From an optimization exercise on the open Yosys and OpenROAD flow, aimed at small area, a short achievable clock period and few clock cycles per item; shortcuts taken in it are not production practice. Function was checked by simulation only, so behaviour that the tests miss may differ from the original.

Setup of sierra:
// ifft8_stream
module ifft8_stream #(
    parameter int DW = fft_pkg::FFT_DW,
    parameter int TW = fft_pkg::FFT_TW
) (
    input  logic                 clk,
    input  logic                 rst,
    input  logic                 in_valid,
    output logic                 in_ready,
    input  logic signed [DW-1:0] in_re,
    input  logic signed [DW-1:0] in_im,
    output logic                 out_valid,
    input  logic                 out_ready,
    output logic signed [DW-1:0] out_re,
    output logic signed [DW-1:0] out_im,
    output logic                 out_last,
    output logic                 busy
);
    localparam logic signed [15:0] KW = 16'sd11585;
    function automatic logic [15:0] hs(input logic signed [17:0] s);
        logic signed [16:0] h;
        h = s[17:1];
        if (h[16] != h[15]) hs = h[16] ? 16'h8000 : 16'h7fff;
        else                hs = h[15:0];
    endfunction
    logic [31:0] inq;
    logic        v_q, in_ready_q, busy_q;
    logic [31:0] d0, d1, d2, d3;       
    logic [2:0]  fp;                   
    logic [2:0]  r;                    
    logic [31:0] p0;
    logic        pv0;
    logic [31:0] e0, e1;
    logic        te0, te1;
    logic [2:0]  pos1;
    logic [31:0] p1;
    logic        pv1;
    logic [2:0]         posP;
    logic signed [16:0] pu, pv;
    logic               pmul, pt3, pP;
    logic signed [16:0] mu, mv;
    logic               pM;
    logic [31:0] g;
  ...
Size in the first run: roughly 590 flip-flops.
clock: 14.0 ns
lec_check: 0
abc_clock_period_in_ps: 3500
cap_margin: 20
core_margin: 2
core_utilization: 40
slew_margin: 20
run.sh (not shown) runs the stock make flow with config.mk's settings and CLKGATE_MAP_FILE= SYNTH_SCRIPT=/design/flow/synth_recipe.tcl, a recipe that flattens the netlist after the stock synthesis.
sierra: flow completed, timing, DRC and antenna clean
Testbench counts of sierra, summed over its fixed seeds: cycles 4,224, frames 512.
For zinc, these inputs were changed with respect to sierra:
-- flow/config.mk --
<<< sierra, line 6
export NUM_CORES = 4
export LEC_CHECK = 0
export ABC_CLOCK_PERIOD_IN_PS = 3500
export CAP_MARGIN = 20
export CORE_MARGIN = 2
>>> zinc, line 6
export NUM_CORES = 4
export LEC_CHECK = 0
export CAP_MARGIN = 20
export CORE_MARGIN = 2
--- outcome ---
Diff sierra -> zinc: count of antenna-violating nets left after detailed routing comparable; multiplexer area fraction after synthesis level; post-layout worst setup margin held. Re via count: no difference whatsoever between zinc and sierra. From zinc to sierra, number of sinks driven by the clock tree did not move at all. Summary of zinc over sierra: signal arrival time at the worst endpoint ~0 delta, clock network area share barely changed. From sierra to zinc, share of flip-flops with an asynchronous set or reset did not move at all. Die span in y came out exactly the same in zinc and sierra.

========
## the reference run
ifft8_stream, a different RTL version from the one above (not shown whole).
Size: roughly 3400 cells after synthesis, about 72 I/O pins, ~0.039 mm^2 of cells after synthesis.
export LEC_CHECK = 0
export CAP_MARGIN = 20
export CORE_MARGIN = 2
export CORE_UTILIZATION = 40
export SLEW_MARGIN = 20
create_clock -name core_clock -period 14.0 [get_ports {clk}]
standard.sh (not shown) runs the stock make flow with config.mk's settings and CLKGATE_MAP_FILE= SYNTH_SCRIPT=/design/flow/synth_recipe.tcl, a recipe that flattens the netlist after the stock synthesis.
==> flow/flow/run.sh <==
#!/bin/bash
# The standard layout, with timing repair aiming 9 ns beyond the required setup slack.
bash standard.sh SETUP_SLACK_MARGIN=9 finish > standard.log 2>&1
The reference run did not stop at any stage, and its layout met the timing, DRC and antenna checks.
Testbench counts of the reference run, summed over its fixed seeds: cycles 4,240, frames 512.
Modified inputs, the trial run compared to the reference run
==> flow/flow/run.sh <==
#!/bin/bash
# The standard layout, with timing repair aiming 12 ns beyond the required setup slack.
bash standard.sh SETUP_SLACK_MARGIN=12 finish > standard.log 2>&1
### Flow results
On routed wire length, the reference run beats the trial run.
Of the reference run and the trial run, the run reporting the lower shortest period the worst path allows was the trial run.
The trial run ended with more post-synthesis to final-layout area growth than the reference run.
Last element of the critical path: qu[14] -> the reference run, qu[12] -> the trial run
Diff the reference run -> the trial run: multi-input logic cell count increased 9, source-to-sink clock delay at the later pin of the worst-skew pair increased 0.02 ns.

========
ifft8_stream, a different RTL version from the one above (not shown whole).
For scale: roughly 4600 cells after synthesis, ~670 flip-flops, about 72 I/O pins, about 0.041 mm² of cells after synthesis.
==> flow/design.v (excerpt) <==
module ifft8_stream #(
    parameter int DW = fft_pkg::FFT_DW,
    parameter int TW = fft_pkg::FFT_TW
) (
    input  logic                 clk,
    input  logic                 rst,
    input  logic                 in_valid,
    output logic                 in_ready,
    input  logic signed [DW-1:0] in_re,
    input  logic signed [DW-1:0] in_im,
    output logic                 out_valid,
    input  logic                 out_ready,
    output logic signed [DW-1:0] out_re,
    output logic signed [DW-1:0] out_im,
    output logic                 out_last,
    output logic                 busy
);
clock: 14.0 ns
lec_check: 0
abc_area: 1
cap_margin: 20
core_margin: 2
core_utilization: 40
slew_margin: 20
==> flow/flow/run.sh <==
#!/bin/bash
# The standard layout with larger clock-sink clusters (fewer clock buffers);
# timing repair aims 10 ns beyond the required setup slack and works on the
# worst 20% of endpoints.
bash standard.sh SETUP_SLACK_MARGIN=10 TNS_END_PERCENT=20 CTS_CLUSTER_SIZE=25 CTS_CLUSTER_DIAMETER=150 finish > standard.log 2>&1
The baseline produced a clean layout.
Testbench counts at the start, summed over its fixed seeds: cycles 4,240, frames 512.
Rerun with:
==> flow/flow/run.sh (replaced) <==
#!/bin/bash
# The standard layout; timing repair aims 11 ns beyond the required setup
# slack and works on the worst 5% of endpoints.
bash standard.sh SETUP_SLACK_MARGIN=11 TNS_END_PERCENT=5 finish > standard.log 2>&1
- ABC_AREA: 1 -> unset
The changed run passed the timing, DRC and antenna checks.
Routed wire length falls by 15%.
Cell area rises by 0.87%.
Clock skew rises by 17 ps.
Rerun with:
==> flow/flow/run.sh (replaced) <==
#!/bin/bash
# The standard layout at higher utilisation and with smaller clock buffers;
# timing repair aims 10 ns beyond the required setup slack and works on the
# worst 10% of endpoints.
bash standard.sh SETUP_SLACK_MARGIN=10 TNS_END_PERCENT=10 CORE_UTILIZATION=55 \
  "CTS_BUF_LIST=sky130_fd_sc_hd__clkbuf_4 sky130_fd_sc_hd__clkbuf_8" finish > standard.log 2>&1
Design area goes down by 1.7%.
Critical path depth stays the same.
Synthesized cell count does not change.
Die area goes down by 27%.
Sequential cell count is unchanged.
Worst setup slack gains 16 ps.
Count of clock-buffer cells in the layout goes up by 57.
Final cell count goes down by 5.5%.
Rerun with:
==> flow/flow/run.sh (replaced) <==
#!/bin/bash
# The standard layout with larger clock-sink clusters (fewer clock buffers);
# timing repair aims 9.7 ns beyond the required setup slack and works on the
# worst 10% of endpoints.
bash standard.sh SETUP_SLACK_MARGIN=9.7 TNS_END_PERCENT=10 CTS_CLUSTER_SIZE=25 CTS_CLUSTER_DIAMETER=150 finish > standard.log 2>&1
- ABC_AREA: unset -> 1
Effect:
- synthesized area grows by 4.7%
- via count grows by about 16%
Rerun with:
==> flow/run.sh (new file) <==
#!/bin/bash
# synth_recipe.tcl (not shown) runs the flow's synth.tcl, then flattens the netlist and writes it again
# the make line also repeats each setting of config.mk as NAME=value (left out here)
make -C /OpenROAD-flow-scripts/flow DESIGN_CONFIG=/design/flow/config.mk WORK_HOME=/design/flow/orfs CLKGATE_MAP_FILE= SYNTH_SCRIPT=/design/flow/synth_recipe.tcl finish
- ABC_AREA: 1 -> unset
- CTS_CLUSTER_DIAMETER: unset -> 150
- CTS_CLUSTER_SIZE: unset -> 25
removed: flow/flow/run.sh
removed: flow/standard.sh
After rerunning: The changed run went through all stages and came out clean. Count of clock-buffer cells in the layout came out higher by 2. Synthesized area came out lower by 4.5%. Global-route usage came out lower by 2.7 points. Routed wire length came out lower by 18%. Final cell count came out lower by 21%. Worst setup slack degrades by 670 ps. Utilization is about the same.

========
ifft8_stream with an RTL version that a note above also has.
Size in the first run: ~670 flip-flops, about 72 I/O pins, about 39000 um^2 of cells after synthesis.
==> flow/config.mk <==
export PLATFORM = sky130hd
export DESIGN_NAME = ifft8_stream
export DESIGN_NICKNAME = ifft8_stream
export VERILOG_FILES = /design/flow/design.v
export SDC_FILE = /design/flow/constraint.sdc
export NUM_CORES = 4
export LEC_CHECK = 0
export CAP_MARGIN = 20
export CORE_MARGIN = 2
export CORE_UTILIZATION = 40
export SLEW_MARGIN = 20
==> flow/constraint.sdc <==
create_clock -name core_clock -period 14.0 [get_ports {clk}]
set_input_delay 2.8000 -clock core_clock [delete_from_list [all_inputs] [get_ports {clk}]]
set_output_delay 2.8000 -clock core_clock [all_outputs]
set_load 0.01 [all_outputs]
run.sh (not shown) runs the stock make flow with config.mk's settings and CLKGATE_MAP_FILE= SYNTH_SCRIPT=/design/flow/synth_recipe.tcl, a recipe that flattens the netlist after the stock synthesis.
Stock flow here: none of the scripts above is used.
The baseline passed the timing, DRC and antenna checks.
Testbench counts at the start, summed over its fixed seeds: cycles 4,240, frames 512.
Next try:
==> flow/flow/run.sh (new file) <==
#!/bin/bash
# The standard layout, with timing repair aiming 10 ns beyond the required setup slack.
bash standard.sh SETUP_SLACK_MARGIN=10 finish > standard.log 2>&1
==> flow/standard.sh (new file) <==
#!/bin/bash
# synth_recipe.tcl (not shown) runs the flow's synth.tcl, then flattens the netlist and writes it again
# the make line also repeats each setting of config.mk as NAME=value (left out here)
make -C /OpenROAD-flow-scripts/flow DESIGN_CONFIG=/design/flow/config.mk WORK_HOME=/design/flow/orfs CLKGATE_MAP_FILE= SYNTH_SCRIPT=/design/flow/synth_recipe.tcl "${@:-finish}"
removed: flow/run.sh
What happened: Routed wire length came out higher by about 2.1%. Cell count came out higher by 1.7%. Synthesized cell count is unchanged. Clock-buffer cell count drops by 7.
Next try:
==> flow/flow/run.sh (replaced) <==
#!/bin/bash
# The standard layout, with timing repair aiming 7 ns beyond the required setup slack.
bash standard.sh SETUP_SLACK_MARGIN=7 finish > standard.log 2>&1
After rerunning:
- The new run finished with timing, DRC and antenna clean
- via count decreases by 1.7%
- utilization drops by 1.2 points
- cell count drops by 1.6%
- die area is unchanged
- setup slack gets worse by 0.80 ns
- global-route usage goes down by 0.15 points
- synthesized area stays the same
- worst hold slack is better by 0.0061 ns

========
ifft8_stream, a different RTL version from the one above (not shown whole).
For scale: about 3,600 cells after synthesis, roughly 550 flip-flops, roughly 72 I/O pins, roughly 0.038 sq mm of cells after synthesis.
==> flow/config.mk <==
export PLATFORM = sky130hd
export DESIGN_NAME = ifft8_stream
export DESIGN_NICKNAME = ifft8_stream
export VERILOG_FILES = /design/flow/design.v
export SDC_FILE = /design/flow/constraint.sdc
export NUM_CORES = 4
export LEC_CHECK = 0
export CAP_MARGIN = 20
export CORE_MARGIN = 2
export CORE_UTILIZATION = 60
export SLEW_MARGIN = 20
==> flow/constraint.sdc <==
create_clock -name core_clock -period 14.0 [get_ports {clk}]
set_input_delay 2.8000 -clock core_clock [delete_from_list [all_inputs] [get_ports {clk}]]
set_output_delay 2.8000 -clock core_clock [all_outputs]
set_load 0.01 [all_outputs]
Stock flow here: none of the scripts above is used.
The first run passed the timing, DRC and antenna checks.
Testbench counts at the start, summed over its fixed seeds: cycles 4,216, frames 512.
Change:
--- a/flow/config.mk
+++ b/flow/config.mk
@@ -9,3 +9,3 @@
 export CORE_MARGIN = 2
-export CORE_UTILIZATION = 60
+export CORE_UTILIZATION = 40
 export SLEW_MARGIN = 20
The changed run completed without violations; via count falls by 3.2%; worst setup slack gets better by 0.012 ns; global-route usage falls by 9.8 points.

========
Setup of run 1:
RTL: one of the versions met above, not the one the previous note started from.
Size in the first run: roughly 3500 cells after synthesis, about 670 flip-flops.
==> flow/config.mk <==
export PLATFORM = sky130hd
export DESIGN_NAME = ifft8_stream
export DESIGN_NICKNAME = ifft8_stream
export VERILOG_FILES = /design/flow/design.v
export SDC_FILE = /design/flow/constraint.sdc
export NUM_CORES = 4
export LEC_CHECK = 0
export CAP_MARGIN = 20
export CORE_MARGIN = 2
export CORE_UTILIZATION = 40
export SLEW_MARGIN = 20
==> flow/constraint.sdc <==
create_clock -name core_clock -period 14.0 [get_ports {clk}]
set_input_delay 2.8000 -clock core_clock [delete_from_list [all_inputs] [get_ports {clk}]]
set_output_delay 2.8000 -clock core_clock [all_outputs]
set_load 0.01 [all_outputs]
standard.sh (not shown) runs the stock make flow with config.mk's settings and CLKGATE_MAP_FILE= SYNTH_SCRIPT=/design/flow/synth_recipe.tcl, a recipe that flattens the netlist after the stock synthesis.
==> flow/flow/run.sh <==
#!/bin/bash
# The standard layout with larger clock-sink clusters (fewer clock buffers);
# timing repair aims 10 ns beyond the required setup slack and works on the
# worst 5% of endpoints.
bash standard.sh SETUP_SLACK_MARGIN=10 TNS_END_PERCENT=5 CTS_CLUSTER_SIZE=25 CTS_CLUSTER_DIAMETER=150 finish > standard.log 2>&1
Run 1 finished all stages; the layout is clean.
Testbench counts of run 1, summed over its fixed seeds: cycles 4,240, frames 512.
> inputs changed (run 1 -> run 2)
==> flow/flow/run.sh <==
#!/bin/bash
# The standard layout at 55% utilisation with larger clock-sink clusters
# (fewer clock buffers); timing repair aims 10 ns beyond the required setup
# slack and works on the worst 10% of endpoints.
bash standard.sh SETUP_SLACK_MARGIN=10 TNS_END_PERCENT=10 CORE_UTILIZATION=55 CTS_CLUSTER_SIZE=25 CTS_CLUSTER_DIAMETER=150 finish > standard.log 2>&1
Findings:
Every run in the comparison, run 1 and run 2, completed the flow with a clean layout. Run 2 vs. run 1: via count went up by 1.7%. Tap cell count was lower in run 2 than in run 1.
Relative to run 2, the following input files were edited for run 3:
==> flow/flow/run.sh <==
#!/bin/bash
# The standard layout, with timing repair aiming 10 ns beyond the required setup slack.
bash standard.sh SETUP_SLACK_MARGIN=10 finish > standard.log 2>&1
[summary]
Relative to run 2, the tap cell count of run 3 is higher by 337.
~same final worst-path cycle share in run 2 and run 3
Every run in the comparison, run 2 and run 3, completed the flow with a clean layout.
Route | run 3 vs run 2 | wire shorter in run 3
Delta (run 3 minus run 2): final non-filler cell area +0.0025 mm2; cell area after technology mapping flat; global-route usage has decreased; post-cts repair resize count has increased.
### run 3 -> run 4
- ABC_AREA: unset -> 1
==> flow/flow/run.sh <==
#!/bin/bash
# The standard layout with larger clock-sink clusters (fewer clock buffers);
# timing repair aims 10 ns beyond the required setup slack and works on the
# worst 5% of endpoints.
bash standard.sh SETUP_SLACK_MARGIN=10 TNS_END_PERCENT=5 CTS_CLUSTER_SIZE=25 CTS_CLUSTER_DIAMETER=150 finish > standard.log 2>&1
==> comparison <==
Comparing worst-case setup margin in the final layout for run 4 and run 3, the smaller number came from run 3. The combinational family with the most area after synthesis comes out compound AO/OA/AOI/OAI gates in one run and simple AND/OR/NAND/NOR gates in the other, namely in run 3 and run 4 respectively. Sort run 4 and run 3 by adder-cell area share of the yosys netlist desc -> top: run 3. Sort run 4 and run 3 by count of different cell masters after synthesis asc -> top: run 4. Looking at met1 wire length, run 4 sits 15% above run 3.
Modified inputs, run 5 compared to run 4
- removing ABC_AREA (formerly 1)
==> flow/flow/run.sh <==
#!/bin/bash
# The standard layout; timing repair aims 10.5 ns beyond the required setup
# slack and works on the worst 10% of endpoints.
bash standard.sh SETUP_SLACK_MARGIN=10.5 TNS_END_PERCENT=10 finish > standard.log 2>&1
[summary]
- Diff run 4 -> run 5: average cell area after synthesis higher; number of cells produced by synthesis lower; critical path data arrival time higher.
- Delta (run 5 minus run 4): fmax down about 6%; total area of sequential cells flat.
- Across both runs, site row count was lower for run 5 than for run 4.
- For run 5, the capturing instance or port of the critical path was mv[16], unlike run 4, where it was out_re[4].
- The global-route met2 utilization in run 5 sits 5.1 points below the value recorded for run 4.
- Non-clock buffer share of cell area: run 5 vs run 4 up 1.0 points
- Run comparison: run 4 kind of critical path reg -> out; run 5 kind of critical path reg -> reg
Setup changes, run 5 to run 6
- ABC_AREA now 1, previously not set
==> flow/flow/run.sh <==
#!/bin/bash
# The standard layout with larger clock-sink clusters (fewer clock buffers);
# timing repair aims 10 ns beyond the required setup slack and works on the
# worst 10% of endpoints.
bash standard.sh SETUP_SLACK_MARGIN=10 TNS_END_PERCENT=10 CTS_CLUSTER_SIZE=25 CTS_CLUSTER_DIAMETER=150 finish > standard.log 2>&1
Notes after the runs:
- Diff run 5 -> run 6 | design area | down slightly
- Initial standard-cell utilization of the core of run 5 is on par with run 6.
- Run 5 → run 6: first-pass GRT wire length increased by about 17% relative to the old numbers; die outline area +about 4.6%; mean post-synth cell area saw a decrease; count of routing violations after the opening detailed-route iteration has increased.

==> separate check: timing with driven ports <==
No port has a modelled driver above. Below, the same layouts with a new extraction and two added sets of constraints. Step 1, drivers: a clkbuf_16 drives clk and a buf_2 each remaining input, both assumed. Step 2, shift: input delay + t, output delay - t, t = (earliest + latest rising clock arrival at the registers) / 2. This alone moves slack from input paths to output paths. Slacks: ideal / step 1 / step 2; pairs: ideal / step 1.
run | t, ns | setup WS [ns] | clock arrival spread, ns
sierra | 0.692 | 7.469 / 7.469 / 7.469 | 0.024 / 0.025
zinc | 0.692 | 7.469 / 7.469 / 7.469 | 0.024 / 0.025
the reference run | 0.684 | 9.320 / 9.320 / 9.320 | 0.026 / 0.026
the trial run | 0.700 | 9.551 / 9.551 / 9.551 | 0.040 / 0.040
the first run of note 3 | 0.715 | 9.935 / 9.870 / 9.344 | 0.027 / 0.026
the second run of note 3 | 0.690 | 9.691 / 9.660 / 9.210 | 0.045 / 0.045
the third run of note 3 | 0.785 | 9.707 / 9.707 / 9.328 | 0.068 / 0.068
the fourth run of note 3 | 0.714 | 9.643 / 9.577 / 9.336 | 0.025 / 0.025
the fifth run of note 3 | 0.695 | 8.971 / 8.971 / 8.971 | 0.021 / 0.021
the first run of note 4 | 0.694 | 8.892 / 8.892 / 8.892 | 0.031 / 0.030
the second run of note 4 | 0.699 | 9.609 / 9.609 / 9.421 | 0.034 / 0.034
the third run of note 4 | 0.693 | 8.807 / 8.807 / 8.807 | 0.028 / 0.028
the first run of note 5 | 0.692 | 8.394 / 8.394 / 7.871 | 0.034 / 0.034
the second run of note 5 | 0.702 | 8.406 / 8.406 / 7.928 | 0.023 / 0.023
run 1 | 0.697 | 9.709 / 9.709 / 9.284 | 0.022 / 0.022
run 2 | 0.687 | 9.719 / 9.719 / 9.301 | 0.038 / 0.038
run 3 | 0.675 | 9.708 / 9.708 / 9.445 | 0.024 / 0.025
run 4 | 0.712 | 9.934 / 9.869 / 9.345 | 0.024 / 0.024
run 5 | 0.689 | 9.683 / 9.660 / 9.213 | 0.046 / 0.045
run 6 | 0.712 | 9.933 / 9.868 / 9.346 | 0.024 / 0.024
After both steps setup and hold are still met in every run listed. For the first run of note 3, which loses most, drivers alone change the setup slack by -0.065 ns; drivers and shift together by -0.591 ns.
